This is an optimization exercise on Yosys and OpenROAD, whose aim is small area, not a production implementation. The RTL was checked by simulation tests, not by an equivalence proof against the original design. Power figures rest on the tool's default switching activity, not on a simulated workload.

## job 5616
## inst_fetch_queue
module inst_fetch_queue
#(
  parameter int DEPTH = 64,
  parameter int IW    = ppc_pkg::INST_W,
  parameter int PW    = 6
) (
  input  logic            clk,
  input  logic            rst,
  input  logic            flush,
  input  logic            push_valid,
  input  logic [0:2*IW-1] push_data,
  output logic            push_ready,
  output logic            head0_valid,
  output logic [0:IW-1]   head0_inst,
  output logic            head1_valid,
  output logic [0:IW-1]   head1_inst,
  input  logic [0:1]      pop_count,
  output logic [0:PW]     count,
  output logic            overflow_err,
  output logic            pop_err
);
  localparam int ROWS = DEPTH / 2;
  localparam int RW   = PW - 1;
  logic            headPar;
  logic [RW-1:0]   oddRow, evenRow;
  logic [RW-1:0]   tailRow;
  logic [PW:0]     occ;
  logic            head0Even, head0Odd, head1Even, head1Odd;
  logic [1:0]      popReq;
  logic [1:0]      popEff;
  logic            pushAcc;
  logic            pushRefused;
  logic            popBad;
  logic            ge1, ge2;
  logic            oddRowStep, evenRowStep;
  logic            headParNext;
  logic [PW:0]     occNext;
  logic            ge1Next, ge2Next;
  assign ge1         = (occ != '0);
  assign ge2         = (occ[PW:1] != '0);
  assign push_ready  = ~occ[PW] & ~(&occ[PW-1:0]);
  assign pushAcc     = push_valid & push_ready & ~flush;
  assign pushRefused = push_valid & ~push_ready & ~flush;
  assign popReq = ppc_pkg::clampPop(pop_count);
  assign popEff = ge2 ? popReq : {1'b0, ge1 & (popReq != 2'd0)};
  assign popBad = ~flush & ((pop_count == 2'd3) | (~ge2 & (pop_count > 2'(occ[0]))));
  assign oddRowStep  = popEff[1] | (popEff[0] &  headPar);
  assign evenRowStep = popEff[1] | (popEff[0] & ~headPar);
  assign headParNext = headPar ^ popEff[0];
  assign occNext     = occ - (PW+1)'(popEff) + (pushAcc ? (PW+1)'(2) : '0);
  assign ge1Next     = (occNext != '0);
  assign ge2Next     = (occNext[PW:1] != '0);
  always_ff @(posedge clk or posedge rst) begin
    if (rst) begin
      headPar      <= 1'b0;
      oddRow       <= '0;
      evenRow      <= '0;
      tailRow      <= '0;
      occ          <= '0;
      head0Even    <= 1'b0;
      head0Odd     <= 1'b0;
  ...
Size: ~6700 cells after synthesis, ~2100 flip-flops, roughly 75000 um2 of cells after synthesis.
clock: 5.5 ns
lec_check: 0
cap_margin: 20
core_margin: 2
core_utilization: 60
cts_cluster_diameter: 100
cts_cluster_size: 30
setup_slack_margin: 0.15
slew_margin: 20
synth_hierarchical: 1
standard.sh (not shown) runs the stock make flow with config.mk's settings and CLKGATE_MAP_FILE= SYNTH_SCRIPT=/design/flow/synth_recipe.tcl, a recipe that flattens the netlist after the stock synthesis.
==> flow/flow/run.sh <==
#!/bin/bash
# The standard layout (standard.sh: the standard synthesis, then ORFS to finish), with one
# change: the buffers ORFS puts on the input and output ports are buf_2 cells instead of the
# resizer's default pick. Every port still gets its own buffer.
set -euo pipefail
export BUFFER_PORTS_ARGS="-buffer_cell sky130_fd_sc_hd__buf_2"
bash standard.sh finish > standard_finish.log 2>&1
Job 5616 ended with every stage complete and zero timing, DRC or antenna violations.
--- input diff job 5616..job 3055 ---
diff --git a/flow/config.mk b/flow/config.mk
--- a/flow/config.mk
+++ b/flow/config.mk
@@ -10 +10 @@
-export CORE_UTILIZATION = 60
+export CORE_UTILIZATION = 70
--- outcome ---
- The total internal power was comparable across job 5616 and job 3055.
- Going from job 5616 to job 3055, vias per cell increased by 3.6% relative to the old numbers; overall fraction of global-route tracks in use went up 2.4 points; total power now smaller.
- Looking at job 5616 and job 3055, the area used by sequential logic in the layout is a wash.
- Fill cell total of the finished layout of job 3055 falls short of that of job 5616 by more than 10%.
- Sort job 5616 and job 3055 by post-route cell area, descending, and job 5616 comes first.
- Of job 5616 and job 3055, the run reporting the higher clock-buffer cell count was job 3055.
- Worst setup slack after layout (job 3055 over job 5616): increase, 22 ps
The following lists how job 5513 was set up differently from job 3055:
diff --git a/flow/config.mk b/flow/config.mk
--- a/flow/config.mk
+++ b/flow/config.mk
@@ -12,0 +13 @@
+export PLACE_DENSITY = 0.85
[summary]
Taking job 3055 as the reference, in job 5513 routing usage on met1 dropped 0.41 points, xor and xnor fraction of the mapped netlist area barely changed, routed wire length climbed about 1.4%. Total power of job 5513 is higher than that of job 3055. Reg-to-reg setup timing slack (lower): job 3055.
diff inputs: job 5513 => job 1628
diff --git a/flow/config.mk b/flow/config.mk
--- a/flow/config.mk
+++ b/flow/config.mk
@@ -11,3 +11,3 @@
-export CTS_CLUSTER_DIAMETER = 100
-export CTS_CLUSTER_SIZE = 30
-export PLACE_DENSITY = 0.85
+export CTS_BUF_LIST = sky130_fd_sc_hd__clkbuf_8
+export CTS_CLUSTER_DIAMETER = 60
+export CTS_CLUSTER_SIZE = 20
Findings:
- Leakage power figure, job 5513 and job 1628: smaller value in job 5513
- From job 5513 to job 1628, area enclosed by the die boundary did not move at all.
- Measured against each other, job 5513 and job 1628 differ in portion of the clock cycle consumed by the worst path in the final layout, the higher figure coming from job 1628.
- [compare] base=job 5513 new=job 1628: final critical delay including setup and external delays increased by 49 ps relative to the old numbers; number of H-tree levels increased by 1 relative to the old numbers; multi-input logic cell count closely matched the old numbers.
Edits applied to the flow inputs when going from job 1628 to job 9943:
diff --git a/flow/config.mk b/flow/config.mk
--- a/flow/config.mk
+++ b/flow/config.mk
@@ -11,4 +11,3 @@
-export CTS_BUF_LIST = sky130_fd_sc_hd__clkbuf_8
-export CTS_CLUSTER_DIAMETER = 60
-export CTS_CLUSTER_SIZE = 20
-export SETUP_SLACK_MARGIN = 0.15
+export CTS_CLUSTER_DIAMETER = 100
+export CTS_CLUSTER_SIZE = 30
+export SETUP_SLACK_MARGIN = 0.05
--- outcome ---
When job 9943 is set beside job 1628, its area added between synthesis and finish turns out to be 1.4 points smaller.
Diff job 1628 -> job 9943: share of the clock period used by the worst path after layout now sits lower, fraction of standard cell area in multi-input logic higher, fraction of the core area covered by cells at the end of the flow decreased by 1.0 points relative to the old numbers.
Sequential share of layout area for job 9943 is higher than for job 1628.
Taking job 1628 as the reference, in job 9943 filler cell count in the final layout +143, number of tapcells essentially unchanged, wire length reported by the detailed router has decreased, non-filler instance count after layout decreased by 1.9% relative to the old numbers, detailed route wirelength on metal3 fell by about 2.7%.
The following lists how job 6424 was set up differently from job 9943:
diff --git a/flow/config.mk b/flow/config.mk
--- a/flow/config.mk
+++ b/flow/config.mk
@@ -10 +10 @@
-export CORE_UTILIZATION = 70
+export CORE_UTILIZATION = 80
@@ -13 +13 @@
-export SETUP_SLACK_MARGIN = 0.05
+export SETUP_SLACK_MARGIN = 0.15
==> comparison <==
For job 9943, the endpoint of the worst setup timing path was head0_inst[14], unlike job 6424, where it was head0_inst[10].
Internal power of the cells essentially unchanged between job 9943 and job 6424.
Taking job 9943 as the reference, in job 6424 clock network fraction of design power closely matched the old numbers; clock skew stayed essentially flat; wire length after detailed routing was more or less identical; critical path depth decreased by 1 relative to the old numbers.

[separate check: timing with driven ports]
The results above use ideal ports. As a check the final layouts listed here were re-extracted and re-timed, cells and wires unchanged.
Step 1, drivers: a clkbuf_16 drives clk and a buf_2 each remaining input, both assumed.
Step 2 moves the port delays by t, midway between the first and last clock arrival at a register: inputs arrive t later, outputs are due t later. That takes back most of the time a late clock gives input paths.
Slacks: ideal / step 1 / step 2; pairs: ideal / step 1.
run | shift t [ns] | setup slack, ns | hold WS [ns] | clock arrival spread, ns | pins driven straight from the clock port
job 5616 | 0.800 | 0.131 / 0.053 / 0.721 | 0.429 / 0.372 / 0.482 | 0.034 / 0.035 | 1
job 3055 | 0.804 | 0.152 / 0.068 / 0.872 | 0.454 / 0.388 / 0.484 | 0.029 / 0.030 | 1
job 5513 | 0.790 | 0.150 / 0.074 / 0.865 | 0.443 / 0.397 / 0.484 | 0.053 / 0.053 | 1
job 1628 | 0.978 | 0.101 / 0.025 / 0.976 | 0.284 / 0.227 / 0.483 | 0.050 / 0.051 | 1
job 9943 | 0.802 | 0.129 / 0.045 / 0.847 | 0.464 / 0.399 / 0.482 | 0.033 / 0.034 | 1
job 6424 | 0.799 | 0.181 / 0.097 / 0.869 | 0.473 / 0.410 / 0.486 | 0.036 / 0.035 | 1
After both steps every run listed still meets setup and hold.
